From an optimization exercise on the open Yosys and OpenROAD flow, aimed at small area and a short achievable clock period; shortcuts taken in it are not production practice.
The RTL was checked by simulation tests, not by an equivalence proof against the original design.
Power and IR drop assume default switching activity.

==> flow/design.v <==
package cpu_pkg;
  localparam logic [5:0] OP_RTYPE = 6'b000000;
  localparam logic [5:0] OP_LW    = 6'b100011;
  localparam logic [5:0] OP_SW    = 6'b101011;
  localparam logic [5:0] OP_BEQ   = 6'b000100;
  localparam logic [5:0] OP_J     = 6'b000010;
  localparam logic [5:0] OP_JAL   = 6'b000011;
  localparam logic [5:0] OP_JR    = 6'b000101;  
  localparam logic [5:0] OP_ADDI  = 6'b001000;
  localparam logic [5:0] FUNCT_ADD = 6'b100000;
  localparam logic [5:0] FUNCT_SUB = 6'b100010;
  localparam logic [5:0] FUNCT_AND = 6'b100100;
  localparam logic [5:0] FUNCT_OR  = 6'b100101;
  localparam logic [5:0] FUNCT_SLT = 6'b101010;
endpackage
`timescale 1ns/100ps
module main_decoder (
  input  logic [5:0] opcode,
  input  logic [5:0] funct,
  input  logic       reset,
  output logic       sub,        
  output logic       sel_sum,    
  output logic       sel_addi,
  output logic       sel_and,
  output logic       sel_or,
  output logic       sel_slt,
  output logic       sel_mem,
  output logic       sel_link,
  output logic       reg_write,
  output logic       reg_dst,    
  output logic       mem_write,
  output logic       branch,
  output logic       jump,
  output logic       jump_reg,
  output logic       halted
);
  logic is_r, is_lw, is_sw, is_beq, is_j, is_jal, is_jr, is_addi;
  assign is_r    = (opcode == cpu_pkg::OP_RTYPE);
  assign is_lw   = (opcode == cpu_pkg::OP_LW);
  assign is_sw   = (opcode == cpu_pkg::OP_SW);
  assign is_beq  = (opcode == cpu_pkg::OP_BEQ);
  assign is_j    = (opcode == cpu_pkg::OP_J);
  assign is_jal  = (opcode == cpu_pkg::OP_JAL);
  assign is_jr   = (opcode == cpu_pkg::OP_JR);
  assign is_addi = (opcode == cpu_pkg::OP_ADDI);
  assign sub     = opcode[2] | funct[1];
  assign sel_addi = is_addi;
  assign sel_sum  = (is_r & ((funct == cpu_pkg::FUNCT_ADD) | (funct == cpu_pkg::FUNCT_SUB)));
  assign sel_and  = is_r & (funct == cpu_pkg::FUNCT_AND);
  assign sel_or   = is_r & (funct == cpu_pkg::FUNCT_OR);
  assign sel_slt  = is_r & (funct == cpu_pkg::FUNCT_SLT);
  assign sel_mem  = is_lw;
  assign sel_link = is_jal;
  assign reg_write = ~reset & (is_r | is_addi | is_lw | is_jal);
  assign reg_dst   = is_r;
  assign mem_write = ~reset & is_sw;
  assign branch    = is_beq;
  assign jump      = is_j | is_jal;
  assign jump_reg  = is_jr;
  assign halted    = ~(is_r | is_lw | is_sw | is_beq | is_j | is_jal | is_jr | is_addi);
endmodule
`timescale 1ns/100ps
module prefix_add (
  input  logic [31:0] a,
  input  logic [31:0] b,
  input  logic        cin,
  output logic [31:0] sum
);
  logic [31:0] p, g, pp, c;
  assign p = a ^ b;
  always_comb begin
    g  = a & b;
    pp = p;
    g[0] = g[0] | (p[0] & cin);
    for (int l = 1; l < 32; l = l * 2) begin
      for (int i = 0; i < 32; i++) begin
        if ((i / l) % 2 == 1) begin
          g[i]  = g[i] | (pp[i] & g[(i / l) * l - 1]);
          pp[i] = pp[i] & pp[(i / l) * l - 1];
        end
      end
    end
    c = {g[30:0], cin};
  end
  assign sum = p ^ c;
endmodule
`timescale 1ns/100ps
module cpu_top (
  input  logic        clk,
  input  logic        reset,
  input  logic [31:0] imem_data,
  input  logic [31:0] dmem_rdata,
  output logic [31:0] imem_addr,
  output logic [31:0] dmem_addr,
  output logic [31:0] dmem_wdata,
  output logic        dmem_we,
  output logic        halted
);
  logic sub, sel_sum, sel_addi, sel_and, sel_or, sel_slt, sel_mem, sel_link;
  logic reg_write, reg_dst, mem_write, branch, jump, jump_reg;
  main_decoder u_main_decoder (
    .opcode (imem_data[31:26]), .funct (imem_data[5:0]), .reset (reset),
    .sub (sub), .sel_sum (sel_sum), .sel_addi (sel_addi), .sel_and (sel_and),
    .sel_or (sel_or), .sel_slt (sel_slt), .sel_mem (sel_mem), .sel_link (sel_link),
    .reg_write (reg_write), .reg_dst (reg_dst), .mem_write (mem_write),
    .branch (branch), .jump (jump), .jump_reg (jump_reg), .halted (halted)
  );
  logic [4:0]  rs, rt, rd, write_addr;
  logic [31:0] imm_ext, rs_data, rt_data, sum, addr, write_data;
  logic [31:0] pc, pc_plus4, branch_target, pc_next;
  logic        zero;
  assign rs      = imem_data[25:21];
  assign rt      = imem_data[20:16];
  assign rd      = imem_data[15:11];
  assign imm_ext = {{16{imem_data[15]}}, imem_data[15:0]};
  logic [31:1][31:0] regs;
  logic [31:1]       valid;
  logic [31:1]       wsel, rsel1, rsel2;
  assign write_addr = sel_link ? 5'd31 : (reg_dst ? rd : rt);
  always_comb begin
    for (int i = 1; i < 32; i++) begin
      wsel[i]  = reg_write & (write_addr == 5'(i));
      rsel1[i] = valid[i] & (rs == 5'(i));
      rsel2[i] = valid[i] & (rt == 5'(i));
    end
  end
  always_ff @(posedge clk) begin
    if (reset) valid <= '0;
    else       valid <= valid | wsel;
  end
  for (genvar i = 1; i < 32; i++) begin : g_reg
    always_ff @(posedge clk) begin
      if (wsel[i]) regs[i] <= write_data;
    end
  end
  always_comb begin
    rs_data = '0;
    rt_data = '0;
    for (int i = 1; i < 32; i++) begin
      rs_data = rs_data | ({32{rsel1[i]}} & regs[i]);
      rt_data = rt_data | ({32{rsel2[i]}} & regs[i]);
    end
  end
  prefix_add u_add_rr (.a (rs_data), .b (rt_data ^ {32{sub}}), .cin (sub), .sum (sum));
  prefix_add u_add_ri (.a (rs_data), .b (imm_ext), .cin (1'b0), .sum (addr));
  assign zero = (sum == 32'd0);
  assign write_data = ({32{sel_sum}}  & sum)
                    | ({32{sel_addi}} & addr)
                    | ({32{sel_and}}  & (rs_data & rt_data))
                    | ({32{sel_or}}   & (rs_data | rt_data))
                    | ({32{sel_mem}}  & dmem_rdata)
                    | ({32{sel_link}} & pc_plus4)
                    | {31'd0, sel_slt & sum[31]};
  assign pc_plus4      = pc + 32'd4;
  assign branch_target = pc_plus4 + {imm_ext[29:0], 2'b00};
  always_comb begin
    if (halted)              pc_next = pc;
    else if (jump_reg)       pc_next = rs_data;
    else if (jump)           pc_next = {pc_plus4[31:28], imem_data[25:0], 2'b00};
    else if (branch & zero)  pc_next = branch_target;
    else                     pc_next = pc_plus4;
  end
  always_ff @(posedge clk) begin
    if (reset) pc <= '0;
    else       pc <= pc_next;
  end
  assign imem_addr  = pc;
  assign dmem_addr  = addr;       
  assign dmem_wdata = rt_data;
  assign dmem_we    = mem_write;
endmodule
Settings: LEC_CHECK=0, CAP_MARGIN=20, CORE_MARGIN=2, CORE_UTILIZATION=35, CTS_BUF_LIST=sky130_fd_sc_hd__clkbuf_8 sky130_fd_sc_hd__clkbuf_16, CTS_CLUSTER_DIAMETER=80, CTS_CLUSTER_SIZE=30, PLACE_DENSITY=0.42, SETUP_SLACK_MARGIN=3, SLEW_MARGIN=20, SYNTH_HIERARCHICAL=1, SYNTH_MINIMUM_KEEP_SIZE=100, TNS_END_PERCENT=10; clock period 12.0 ns.
standard.sh (not shown) runs the stock make flow with config.mk's settings and CLKGATE_MAP_FILE= SYNTH_SCRIPT=/design/flow/synth_recipe.tcl, a recipe that flattens the netlist after the stock synthesis.
==> flow/flow/run.sh <==
#!/bin/bash
set -euo pipefail
cd "$(dirname "$0")/.."
CTS="-sink_clustering_enable -repair_clock_nets -dont_use_dummy_load"
CTS="$CTS -sink_clustering_size 30 -sink_clustering_max_diameter 80"
CTS="$CTS -buf_list {sky130_fd_sc_hd__clkbuf_8 sky130_fd_sc_hd__clkbuf_16}"
bash standard.sh "CTS_ARGS=$CTS" finish > standard_flow.log 2>&1
Change:
==> flow/run.sh (new file) <==
#!/bin/bash
# synth_recipe.tcl (not shown) runs the flow's synth.tcl, then flattens the netlist and writes it again
# the make line also repeats each setting of config.mk as NAME=value (left out here)
make -C /OpenROAD-flow-scripts/flow DESIGN_CONFIG=/design/flow/config.mk WORK_HOME=/design/flow/orfs CLKGATE_MAP_FILE= SYNTH_SCRIPT=/design/flow/synth_recipe.tcl finish
Settings changed: CTS_CLUSTER_DIAMETER 80 to 70, SETUP_SLACK_MARGIN 3 to 4, TNS_END_PERCENT 10 to 5.
removed: flow/flow/run.sh
removed: flow/standard.sh
The new run ran to the end with no violations.
Total power is higher by about 15%.
Register-to-register slack gets better by 0.14 ns.
Design area grows by about 5%.
Final cell count grows by about 3.4%.
Critical path depth fell by 2.
Utilization is higher by 2.1 points.
Setup slack gains 0.034 ns.
Change:
==> flow/flow/run.sh (new file) <==
#!/bin/bash
set -euo pipefail
cd "$(dirname "$0")/.."
CTS="-sink_clustering_enable -repair_clock_nets -dont_use_dummy_load"
CTS="$CTS -sink_clustering_size 30 -sink_clustering_max_diameter 80"
CTS="$CTS -buf_list {sky130_fd_sc_hd__clkbuf_8 sky130_fd_sc_hd__clkbuf_16}"
bash standard.sh "CTS_ARGS=$CTS" finish > standard_flow.log 2>&1
==> flow/standard.sh (new file) <==
#!/bin/bash
# synth_recipe.tcl (not shown) runs the flow's synth.tcl, then flattens the netlist and writes it again
# the make line also repeats each setting of config.mk as NAME=value (left out here)
make -C /OpenROAD-flow-scripts/flow DESIGN_CONFIG=/design/flow/config.mk WORK_HOME=/design/flow/orfs CLKGATE_MAP_FILE= SYNTH_SCRIPT=/design/flow/synth_recipe.tcl "${@:-finish}"
Settings changed: CTS_CLUSTER_DIAMETER 70 to 80, SETUP_SLACK_MARGIN 4 to 3.
removed: flow/run.sh
What happened: The changed run completed without violations. Design area came out lower by 4.8%. Synthesized area does not change. Global-route usage falls by 0.77 points. Sequential share of layout area rose by 2.4 points. Via count shrinks by 2.8%. Cell count drops by 3.3%. Non-clock buffer count goes down by 122. Worst setup slack loses 0.061 ns. Core utilization came out lower by 2.1 points.

what the ideal ports hide:
In the flow no input, the clock included, has a driving cell. The finished layouts below were timed again as built, in two steps.
Step 1, drivers: a clkbuf_16 drives clk and a buf_2 each remaining input, both assumed.
Step 2 moves the port delays by t, midway between the first and last clock arrival at a register: inputs arrive t later, outputs are due t later. That takes back most of the time a late clock gives input paths.
Slacks: no drivers / after step 1 / after step 2; pairs: no drivers / after step 1.
run | t, ns | setup slack, ns | worst setup path after step 2 | clock arrival spread, ns | worst register clock-pin slew, ns
the first run | 0.767 | 2.827 / 2.762 / 2.328 | input to register | 0.098 / 0.098 | 0.11 / 0.11
the second run | 0.823 | 2.861 / 2.792 / 2.792 | input to output | 0.060 / 0.060 | 0.11 / 0.11
the third run | 0.770 | 2.800 / 2.751 / 2.354 | input to register | 0.099 / 0.100 | 0.11 / 0.11
After both steps setup and hold are still met in every run listed. For the first run, which loses most, drivers alone change the setup slack by -0.065 ns; drivers and shift together by -0.499 ns.
